This is an optimization exercise on Yosys and OpenROAD, whose aim is small area, not a production implementation. Function was checked by simulation only, so behaviour that the tests miss may differ from the original. Power is estimated from default activity; no workload was simulated.

==> v11 <==
// edge_notify_backoff_logger
module edge_notify_backoff_logger (
	input  logic                  clk,
	input  logic                  arst_n,
	input  logic                  tick_valid,
	output logic                  tick_ready,
	input  logic [TIME_W-1:0]     tick_time_ms,
	input  logic                  tick_pin_level,
	output logic                  report_valid,
	input  logic                  report_ready,
	output logic                  report_type,
	output logic                  report_push_request,
	output logic                  report_led_state,
	output logic                  report_backoff_ended,
	output logic [CNT_W-1:0]      report_suppressed_count,
	output logic [CNT_W-1:0]      report_overrun_total,
	output logic [TIME_W-1:0]     report_log_time,
	output logic                  report_last,
	input  logic                  cfg_we,
	input  logic [CFG_IDX_W-1:0]  cfg_index,
	input  logic [CFG_DATA_W-1:0] cfg_data
);
	logic [1:0] ph_q;
	logic       ph0, ph3;
	logic              en_q, rise_q;
	logic [SECS_W-1:0] secs_q;
	logic              prev_q, primed_q, active_q, wp_q;
	logic [CNT_W-1:0]  supp_q, ovr_q;
	logic [2:0]        n_q, pc_q;
	logic [2:0]        st_q;
	logic              pp_q, logw_q, wfix_q, opened_q, ended_q;
	logic              rv_q, rtype_q;
	logic [TIME_W-1:0] wet_q, le_q;
	logic [TIME_W-1:0] s0_q, s1_q, s2_q, s3_q, s4_q, s5_q;
	logic [TIME_W-1:0] out_q;
	logic              c_sum_q, c_deb_q, gt_q, lt_q, lew_q, gl_q, ge_q;
	logic [TIME_W-1:0] wx, wy, wz;
	logic [7:0]        x_d, y_d, z_d, u_d;
	logic              b_u, b_w, b_u_q, b_w_q;
	logic [7:0]        t_d, w_d, k_d, l_d, sum_d, deb_d;
	logic              c_sum, c_deb, gt_n, lt_n, lew_n, gl_n, ge_n;
	logic              hit, open_win, supp_hit, wrap_fix, log_we, full;
	logic              wp2, act_or, ended, act_n;
	logic [CNT_W-1:0]  supp_n, ovr_n;
	logic [2:0]        n1;
	logic [CNT_W-1:0]  sc, oc;
  ...
export LEC_CHECK = 0
export CAP_MARGIN = 5
export CORE_MARGIN = 2
export CORE_UTILIZATION = 65
export PLACE_DENSITY = 0.75
export SLEW_MARGIN = 5
create_clock -name core_clock -period 8.0 [get_ports {clk}]
standard.sh (not shown) runs the stock make flow with config.mk's settings and CLKGATE_MAP_FILE= SYNTH_SCRIPT=/design/flow/synth_recipe.tcl, a recipe that flattens the netlist after the stock synthesis.
==> flow/flow/run.sh <==
#!/bin/bash
# Own layout flow: the standard layout (standard.sh), with two changes to how
# the layout is built:
#  - the port buffers that buffer_ports inserts use the smallest buffer, buf_1;
#  - clock tree synthesis uses clkbuf_16 with larger sink clusters (30 sinks,
#    80 um) and
#    inserts no dummy loads.
# Everything else (synthesis, floorplan, power grid, placement, routing) is the
# standard flow. The make output goes to flow_make.log in the work folder; the
# ORFS tool logs stay under orfs/logs.
set -euo pipefail
export BUFFER_PORTS_ARGS="-buffer_cell sky130_fd_sc_hd__buf_1"
export CTS_ARGS="-sink_clustering_enable -repair_clock_nets -dont_use_dummy_load -buf_list {sky130_fd_sc_hd__clkbuf_16} -sink_clustering_size 30 -sink_clustering_max_diameter 80"
bash standard.sh > flow_make.log 2>&1
==> v36 (differences from v11) <==
--- a/flow/design.v
+++ b/flow/design.v
@@ -64,11 +64,11 @@
 	logic              wp2, act_or, ended, act_n;
 	logic [CNT_W-1:0]  supp_n, ovr_n;
 	logic [2:0]        n1;
 	logic [CNT_W-1:0]  sc, oc;
 	logic              cu, cw, cs, cd, g1, g2, g3, g4, g5;
-	logic              push, acc_beat, acc_entry_more, pp_next, eva_end, purge;
+	logic              push, acc_beat, acc_entry_more, pp_next;
 	assign ph0 = (ph_q == 2'd0);
 	assign ph3 = (ph_q == 2'd3);
 	assign wx = {6'b0, secs_q, 10'b0};
 	assign wy = {12'b0, secs_q, 4'b0};
 	assign wz = {13'b0, secs_q, 3'b0};
@@ -88,60 +88,58 @@
 		open_win = hit && !active_q;
 		cu = !ph0 && b_u_q;
 		cw = !ph0 && b_w_q;
 		cs = !ph0 && c_sum_q;
 		cd = !ph0 && c_deb_q;
-		g1 = ph0 || !gt_q;
+		g1 = !ph0 && gt_q;
 		g2 = !ph0 && lt_q;
 		g3 = ph0 || lew_q;
 		g4 = !ph0 && gl_q;
-		g5 = !ph0 && !ge_q;
+		g5 = ph0 || ge_q;
 		for (int i = 0; i < 8; i++) begin
 			u_d[i] = x_d[i] ^ y_d[i] ^ cu;
 			cu     = (!x_d[i] && y_d[i]) || (!(x_d[i] ^ y_d[i]) && cu);
 			w_d[i] = u_d[i] ^ z_d[i] ^ cw;
 			cw     = (!u_d[i] && z_d[i]) || (!(u_d[i] ^ z_d[i]) && cw);
 			sum_d[i] = t_d[i] ^ w_d[i] ^ cs;
 			cs       = (t_d[i] && w_d[i]) || ((t_d[i] ^ w_d[i]) && cs);
 			deb_d[i] = le_q[i] ^ k_d[i] ^ cd;
 			cd       = (le_q[i] && k_d[i]) || ((le_q[i] ^ k_d[i]) && cd);
-			g1 = (!t_d[i] && deb_d[i]) || (!t_d[i] && g1) || (deb_d[i] && g1);
+			g1 = (t_d[i] && !deb_d[i]) || (t_d[i] && g1) || (!deb_d[i] && g1);
 			g2 = (!t_d[i] && w_d[i]) || (!t_d[i] && g2) || (w_d[i] && g2);
 			g3 = (!t_d[i] && w_d[i]) || (!t_d[i] && g3) || (w_d[i] && g3);
 			g4 = (wet_q[i] && !l_d[i]) || (wet_q[i] && g4) || (!l_d[i] && g4);
-			g5 = (!t_d[i] && wet_q[i]) || (!t_d[i] && g5) || (wet_q[i] && g5);
+			g5 = (t_d[i] && !wet_q[i]) || (t_d[i] && g5) || (!wet_q[i] && g5);
 		end
 		b_u   = cu;
 		b_w   = cw;
 		c_sum = cs;
 		c_deb = cd;
-		gt_n  = !g1;
+		gt_n  = g1;
 		lt_n  = g2;
 		lew_n = g3;
 		gl_n  = g4;
-		ge_n  = !g5;
+		ge_n  = g5;
 		supp_hit = hit && active_q && gt_n;
 		wrap_fix = en_q && primed_q && !hit && active_q && lt_n && gl_n;
 		log_we   = open_win || supp_hit;
 		wp2      = (wp_q || (open_win && c_sum)) && !lew_n;
 		act_or   = active_q || open_win;
 		ended    = active_q && !wp2 && (wrap_fix || ge_n);
 		act_n    = act_or && !ended;
 		full  = log_we && (n_q == 3'd7);
-		sc[0] = eva_end && supp_hit && !(&supp_q);
-		oc[0] = eva_end && full && !(&ovr_q);
+		sc[0] = supp_hit && !(&supp_q);
+		oc[0] = full && !(&ovr_q);
 		for (int i = 1; i < CNT_W; i++) begin
 			sc[i] = sc[i-1] && supp_q[i-1];
 			oc[i] = oc[i-1] && ovr_q[i-1];
 		end
-		supp_n = (supp_q ^ sc) & {CNT_W{!(eva_end && open_win)}};
-		ovr_n  = (ovr_q ^ oc) & {CNT_W{!purge}};
+		supp_n = (supp_q ^ sc) & {CNT_W{!open_win}};
+		ovr_n  = ovr_q ^ oc;
 		n1     = n_q ^ {n_q[1] && n_q[0] && log_we && !full, n_q[0] && log_we && !full, log_we && !full};
 	end
 	assign tick_ready     = (st_q == S_ACC);
-	assign eva_end        = (st_q == S_EVA) && ph3;
-	assign purge          = (st_q == S_BEAT) && acc_beat && ended_q && !(!rtype_q && (n_q != 3'd0)) && !acc_entry_more;
 	assign acc_beat       = rv_q && report_ready;
 	assign acc_entry_more = acc_beat && rtype_q && (n_q != 3'd1);
 	assign push           = pp_q;
 	always_comb begin
 		case (st_q)
@@ -168,13 +166,11 @@
 			n_q      <= '0;
 			st_q     <= S_IDLE;
 			pp_q     <= 1'b0;
 			rv_q     <= 1'b0;
 		end else begin
-			ph_q   <= {ph_q[1] ^ ph_q[0], !ph_q[0]};
-			supp_q <= supp_n;
-			ovr_q  <= ovr_n;
+			ph_q <= {ph_q[1] ^ ph_q[0], !ph_q[0]};
 			if (ph3)
 				pp_q <= pp_next;
 			case (st_q)
 				S_IDLE: begin
 					if (tick_valid && ph3)
@@ -186,10 +182,12 @@
 							primed_q <= 1'b1;
 							prev_q   <= tick_pin_level;
 						end
 						active_q <= act_n;
 						wp_q     <= wp2;
+						supp_q   <= supp_n;
+						ovr_q    <= ovr_n;
 						n_q      <= n1;
 						if (log_we || wrap_fix)
 							st_q <= S_EVB;
 						else if (ended && (n1 != 3'd0) && (n1 != 3'd7))
 							st_q <= S_PAD;
@@ -221,10 +219,11 @@
 							rv_q <= 1'b0;
 							st_q <= S_DRW;
 						end else begin
 							if (ended_q) begin
 								n_q   <= '0;
+								ovr_q <= '0;
 							end
 							rv_q <= 1'b0;
 							st_q <= S_IDLE;
 						end
 					end
==> flow/run.sh (new file) <==
#!/bin/bash
# synth_recipe.tcl (not shown) runs the flow's synth.tcl, then flattens the netlist and writes it again
# the make line also repeats each setting of config.mk as NAME=value (left out here)
make -C /OpenROAD-flow-scripts/flow DESIGN_CONFIG=/design/flow/config.mk WORK_HOME=/design/flow/orfs CLKGATE_MAP_FILE= SYNTH_SCRIPT=/design/flow/synth_recipe.tcl finish
==> flow/config.mk (replaced) <==
export PLATFORM = sky130hd
export DESIGN_NAME = edge_notify_backoff_logger
export DESIGN_NICKNAME = edge_notify_backoff_logger
export VERILOG_FILES = /design/flow/design.v
export SDC_FILE = /design/flow/constraint.sdc
export NUM_CORES = 4
export LEC_CHECK = 0
export CAP_MARGIN = 20
export CORE_MARGIN = 2
export CORE_UTILIZATION = 40
export PLACE_DENSITY = 0.6
export SLEW_MARGIN = 20
removed: flow/flow/run.sh
removed: flow/standard.sh
==> v28 (differences from v11) <==
--- a/flow/design.v
+++ b/flow/design.v
@@ -53,95 +53,63 @@
 	logic              rv_q, rtype_q;
 	logic [TIME_W-1:0] wet_q, le_q;
 	logic [TIME_W-1:0] s0_q, s1_q, s2_q, s3_q, s4_q, s5_q;
 	logic [TIME_W-1:0] out_q;
 	logic              c_sum_q, c_deb_q, gt_q, lt_q, lew_q, gl_q, ge_q;
-	logic [TIME_W-1:0] wx, wy, wz;
-	logic [7:0]        x_d, y_d, z_d, u_d;
-	logic              b_u, b_w, b_u_q, b_w_q;
-	logic [7:0]        t_d, w_d, k_d, l_d, sum_d, deb_d;
+	logic [22:0]       w125;
+	logic [TIME_W-1:0] win;
+	logic [7:0]        t_d, w_d, k_d, l_d, x_d, sum_d, deb_d;
 	logic              c_sum, c_deb, gt_n, lt_n, lew_n, gl_n, ge_n;
 	logic              hit, open_win, supp_hit, wrap_fix, log_we, full;
 	logic              wp2, act_or, ended, act_n;
 	logic [CNT_W-1:0]  supp_n, ovr_n;
 	logic [2:0]        n1;
-	logic [CNT_W-1:0]  sc, oc;
-	logic              cu, cw, cs, cd, g1, g2, g3, g4, g5;
-	logic              push, acc_beat, acc_entry_more, pp_next, eva_end, purge;
+	logic              push, acc_beat, acc_entry_more, pp_next;
 	assign ph0 = (ph_q == 2'd0);
 	assign ph3 = (ph_q == 2'd3);
-	assign wx = {6'b0, secs_q, 10'b0};
-	assign wy = {12'b0, secs_q, 4'b0};
-	assign wz = {13'b0, secs_q, 3'b0};
+	assign w125 = {secs_q, 7'b0} - {6'b0, secs_q, 1'b0} - {7'b0, secs_q};
+	assign win  = {6'b0, w125, 3'b0};
 	always_comb begin
 		case (ph_q)
-			2'd0: begin t_d = tick_time_ms[7:0];   x_d = wx[7:0];   y_d = wy[7:0];   z_d = wz[7:0];   end
-			2'd1: begin t_d = tick_time_ms[15:8];  x_d = wx[15:8];  y_d = wy[15:8];  z_d = wz[15:8];  end
-			2'd2: begin t_d = tick_time_ms[23:16]; x_d = wx[23:16]; y_d = wy[23:16]; z_d = wz[23:16]; end
-			default: begin t_d = tick_time_ms[31:24]; x_d = wx[31:24]; y_d = wy[31:24]; z_d = wz[31:24]; end
+			2'd0: begin t_d = tick_time_ms[7:0];   w_d = win[7:0];   end
+			2'd1: begin t_d = tick_time_ms[15:8];  w_d = win[15:8];  end
+			2'd2: begin t_d = tick_time_ms[23:16]; w_d = win[23:16]; end
+			default: begin t_d = tick_time_ms[31:24]; w_d = win[31:24]; end
 		endcase
 		k_d = (ph_q == 2'd0) ? DEBOUNCE_MS[7:0] : ((ph_q == 2'd1) ? DEBOUNCE_MS[15:8] : 8'd0);
 		l_d = (ph_q == 2'd2) ? WRAP_LIMIT[23:16] : ((ph_q == 2'd3) ? WRAP_LIMIT[31:24] : 8'd0);
 	end
 	always_comb begin
 		hit      = en_q && primed_q &&
 			(rise_q ? (tick_pin_level && !prev_q) : (!tick_pin_level && prev_q));
 		open_win = hit && !active_q;
-		cu = !ph0 && b_u_q;
-		cw = !ph0 && b_w_q;
-		cs = !ph0 && c_sum_q;
-		cd = !ph0 && c_deb_q;
-		g1 = ph0 || !gt_q;
-		g2 = !ph0 && lt_q;
-		g3 = ph0 || lew_q;
-		g4 = !ph0 && gl_q;
-		g5 = !ph0 && !ge_q;
-		for (int i = 0; i < 8; i++) begin
-			u_d[i] = x_d[i] ^ y_d[i] ^ cu;
-			cu     = (!x_d[i] && y_d[i]) || (!(x_d[i] ^ y_d[i]) && cu);
-			w_d[i] = u_d[i] ^ z_d[i] ^ cw;
-			cw     = (!u_d[i] && z_d[i]) || (!(u_d[i] ^ z_d[i]) && cw);
-			sum_d[i] = t_d[i] ^ w_d[i] ^ cs;
-			cs       = (t_d[i] && w_d[i]) || ((t_d[i] ^ w_d[i]) && cs);
-			deb_d[i] = le_q[i] ^ k_d[i] ^ cd;
-			cd       = (le_q[i] && k_d[i]) || ((le_q[i] ^ k_d[i]) && cd);
-			g1 = (!t_d[i] && deb_d[i]) || (!t_d[i] && g1) || (deb_d[i] && g1);
-			g2 = (!t_d[i] && w_d[i]) || (!t_d[i] && g2) || (w_d[i] && g2);
-			g3 = (!t_d[i] && w_d[i]) || (!t_d[i] && g3) || (w_d[i] && g3);
-			g4 = (wet_q[i] && !l_d[i]) || (wet_q[i] && g4) || (!l_d[i] && g4);
-			g5 = (!t_d[i] && wet_q[i]) || (!t_d[i] && g5) || (wet_q[i] && g5);
-		end
-		b_u   = cu;
-		b_w   = cw;
-		c_sum = cs;
-		c_deb = cd;
-		gt_n  = !g1;
-		lt_n  = g2;
-		lew_n = g3;
-		gl_n  = g4;
-		ge_n  = !g5;
+		{c_sum, sum_d} = {1'b0, t_d} + {1'b0, w_d} + {8'd0, !ph0 && c_sum_q};
+		{c_deb, deb_d} = {1'b0, le_q[7:0]} + {1'b0, k_d} + {8'd0, !ph0 && c_deb_q};
+		x_d  = open_win ? sum_d : wet_q[7:0];
+		gt_n = (t_d > deb_d) || ((t_d == deb_d) && !ph0 && gt_q);
+		lt_n = (t_d < w_d) || ((t_d == w_d) && !ph0 && lt_q);
+		lew_n = (t_d < w_d) || ((t_d == w_d) && (ph0 || lew_q));
+		gl_n = (wet_q[7:0] > l_d) || ((wet_q[7:0] == l_d) && !ph0 && gl_q);
+		ge_n = (t_d > x_d) || ((t_d == x_d) && (ph0 || ge_q));
 		supp_hit = hit && active_q && gt_n;
 		wrap_fix = en_q && primed_q && !hit && active_q && lt_n && gl_n;
 		log_we   = open_win || supp_hit;
 		wp2      = (wp_q || (open_win && c_sum)) && !lew_n;
 		act_or   = active_q || open_win;
-		ended    = active_q && !wp2 && (wrap_fix || ge_n);
+		ended    = act_or && !wp2 && (wrap_fix || ge_n);
 		act_n    = act_or && !ended;
+		if (open_win)
+			supp_n = '0;
+		else if (supp_hit && (supp_q != CNT_MAX))
+			supp_n = supp_q + 1'b1;
+		else
+			supp_n = supp_q;
 		full  = log_we && (n_q == 3'd7);
-		sc[0] = eva_end && supp_hit && !(&supp_q);
-		oc[0] = eva_end && full && !(&ovr_q);
-		for (int i = 1; i < CNT_W; i++) begin
-			sc[i] = sc[i-1] && supp_q[i-1];
-			oc[i] = oc[i-1] && ovr_q[i-1];
-		end
-		supp_n = (supp_q ^ sc) & {CNT_W{!(eva_end && open_win)}};
-		ovr_n  = (ovr_q ^ oc) & {CNT_W{!purge}};
-		n1     = n_q ^ {n_q[1] && n_q[0] && log_we && !full, n_q[0] && log_we && !full, log_we && !full};
+		n1    = (log_we && !full) ? n_q + 1'b1 : n_q;
+		ovr_n = (full && (ovr_q != CNT_MAX)) ? ovr_q + 1'b1 : ovr_q;
 	end
 	assign tick_ready     = (st_q == S_ACC);
-	assign eva_end        = (st_q == S_EVA) && ph3;
-	assign purge          = (st_q == S_BEAT) && acc_beat && ended_q && !(!rtype_q && (n_q != 3'd0)) && !acc_entry_more;
 	assign acc_beat       = rv_q && report_ready;
 	assign acc_entry_more = acc_beat && rtype_q && (n_q != 3'd1);
 	assign push           = pp_q;
 	always_comb begin
 		case (st_q)
@@ -168,13 +136,11 @@
 			n_q      <= '0;
 			st_q     <= S_IDLE;
 			pp_q     <= 1'b0;
 			rv_q     <= 1'b0;
 		end else begin
-			ph_q   <= {ph_q[1] ^ ph_q[0], !ph_q[0]};
-			supp_q <= supp_n;
-			ovr_q  <= ovr_n;
+			ph_q <= ph_q + 1'b1;
 			if (ph3)
 				pp_q <= pp_next;
 			case (st_q)
 				S_IDLE: begin
 					if (tick_valid && ph3)
@@ -186,10 +152,12 @@
 							primed_q <= 1'b1;
 							prev_q   <= tick_pin_level;
 						end
 						active_q <= act_n;
 						wp_q     <= wp2;
+						supp_q   <= supp_n;
+						ovr_q    <= ovr_n;
 						n_q      <= n1;
 						if (log_we || wrap_fix)
 							st_q <= S_EVB;
 						else if (ended && (n1 != 3'd0) && (n1 != 3'd7))
 							st_q <= S_PAD;
@@ -215,16 +183,17 @@
 				end
 				S_BEAT: begin
 					if (acc_beat) begin
 						if (!rtype_q && ended_q && (n_q != 3'd0)) begin
 						end else if (acc_entry_more) begin
-							n_q  <= n_q ^ {!n_q[1] && !n_q[0], !n_q[0], 1'b1};
+							n_q  <= n_q - 1'b1;
 							rv_q <= 1'b0;
 							st_q <= S_DRW;
 						end else begin
 							if (ended_q) begin
 								n_q   <= '0;
+								ovr_q <= '0;
 							end
 							rv_q <= 1'b0;
 							st_q <= S_IDLE;
 						end
 					end
@@ -249,11 +218,11 @@
 					end
 					CFG_RISING_EDGE: begin
 						rise_q <= cfg_data[0];
 					end
 					CFG_BACKOFF_SECONDS: begin
-						secs_q <= ((cfg_data[15:5] == 11'd0) && !(&cfg_data[4:1])) ? MIN_BACKOFF_S : cfg_data;
+						secs_q <= (cfg_data < MIN_BACKOFF_S) ? MIN_BACKOFF_S : cfg_data;
 					end
 					default: begin
 					end
 				endcase
 			end
@@ -269,19 +238,17 @@
 		if ((st_q == S_EVB) && ph3)
 			pc_q <= n_q;
 		else if ((st_q == S_EVA) && ph3)
 			pc_q <= n1;
 		else if ((st_q == S_PAD) && ph3)
-			pc_q <= pc_q ^ {pc_q[1] && pc_q[0], pc_q[0], 1'b1};
+			pc_q <= pc_q + 1'b1;
 		if (st_q == S_ACC)
 			rtype_q <= 1'b0;
 		else if ((st_q == S_BEAT) && acc_beat && !rtype_q)
 			rtype_q <= 1'b1;
 	end
 	always_ff @(posedge clk) begin
-		b_u_q   <= b_u;
-		b_w_q   <= b_w;
 		c_sum_q <= c_sum;
 		c_deb_q <= c_deb;
 		gt_q    <= gt_n;
 		lt_q    <= lt_n;
 		lew_q   <= lew_n;
==> flow/run.sh (new file) <==
#!/bin/bash
# synth_recipe.tcl (not shown) runs the flow's synth.tcl, then flattens the netlist and writes it again
# the make line also repeats each setting of config.mk as NAME=value (left out here)
make -C /OpenROAD-flow-scripts/flow DESIGN_CONFIG=/design/flow/config.mk WORK_HOME=/design/flow/orfs CLKGATE_MAP_FILE= SYNTH_SCRIPT=/design/flow/synth_recipe.tcl finish
==> flow/config.mk (replaced) <==
export PLATFORM = sky130hd
export DESIGN_NAME = edge_notify_backoff_logger
export DESIGN_NICKNAME = edge_notify_backoff_logger
export VERILOG_FILES = /design/flow/design.v
export SDC_FILE = /design/flow/constraint.sdc
export NUM_CORES = 4
export LEC_CHECK = 0
export CAP_MARGIN = 20
export CORE_MARGIN = 2
export CORE_UTILIZATION = 40
export PLACE_DENSITY = 0.6
export SLEW_MARGIN = 20
removed: flow/flow/run.sh
removed: flow/standard.sh
==> comparison table <==
Result of the run: v36 timing/DRC/antenna clean; v28 timing/DRC/antenna clean; v11 timing/DRC/antenna clean
Signed area change from the synthesized netlist to the final layout: v36 23.7%; v28 20.8%; v11 9.13%
Clock insertion delay at the later pin of the skew report: v36 0.54 ns; v28 0.53 ns; v11 0.50 ns
Non-clock buffer contribution to total cell area: v36 8.55%; v28 7.74%; v11 3.86%
Height of the die: v36 184 um; v28 192 um; v11 145 um
Min Hold Slack: v36 0.311 ns; v28 0.318 ns; v11 0.300 ns
P per Cell Area: v36 335 nW/um2; v28 318 nW/um2; v11 307 nW/um2
NumNets Final: v36 1326; v28 1542; v11 1304
Routability congestion estimate from global placement: v36 0.875; v28 0.854; v11 0.919
Routing usage on met3: v36 3.20%; v28 2.78%; v11 2.55%
Cell internal pwr: v36 3.87 mW; v28 3.74 mW; v11 3.08 mW
Routed length on met2: v36 11.1 mm; v28 13.1 mm; v11 10.2 mm
Crit-path most repeated cell: v36 sky130_fd_sc_hd__ha_1; v28 sky130_fd_sc_hd__a21oi_1; v11 sky130_fd_sc_hd__fa_1
Post-synthesis register bit count: v36 368; v28 366; v11 368
XOR/XNOR share of the synthesized area: v36 0.135%; v28 2.79%; v11 0.273%
Netlist area before placement: v36 13000 um2; v28 14200 um2; v11 12900 um2
Master of the slowest instance on the critical path: v36 sky130_fd_sc_hd__a222oi_1; v28 sky130_fd_sc_hd__fa_1; v11 sky130_fd_sc_hd__fa_1
Count of fill cells added during filler insertion: v36 2865; v28 3138; v11 1418
Clock network fraction of design power: v36 32.8%; v28 30.4%; v11 20.7%
FFs w/ async S/R, synth: v36 17.4%; v28 17.5%; v11 17.4%
Layout multi-input combinational cell count: v36 568; v28 787; v11 573
Combinational Power: v36 1.19 mW; v28 1.57 mW; v11 0.959 mW
Share of cell area taken by flip-flops and latches: v36 50.2%; v28 47.0%; v11 57.6%
Crit path largest cell delay: v36 0.41 ns; v28 0.54 ns; v11 0.50 ns
Floorplan core area: v36 32300 um2; v28 34700 um2; v11 19500 um2

[re-timing with driven ports]
The flow's constraints put no driver on any port. The routed layouts listed below were extracted and timed again, unchanged, in two steps. Step 1 assumes that a clkbuf_16 drives the clock port and a buf_2 every other input. Step 2 moves the port delays by t, midway between the first and last clock arrival at a register: inputs arrive t later, outputs are due t later. That takes back most of the time a late clock gives input paths. Three values: ideal, step 1, step 2; two values: the first two.
run	shift t [ns]	setup WS [ns]	worst setup path at the end
v11	0.524	0.455 / 0.455 / 0.455	register to register
v36	0.574	0.559 / 0.559 / 0.559	register to register
v28	0.577	1.399 / 1.399 / 1.399	register to register
After both steps setup and hold are still met in every run listed.
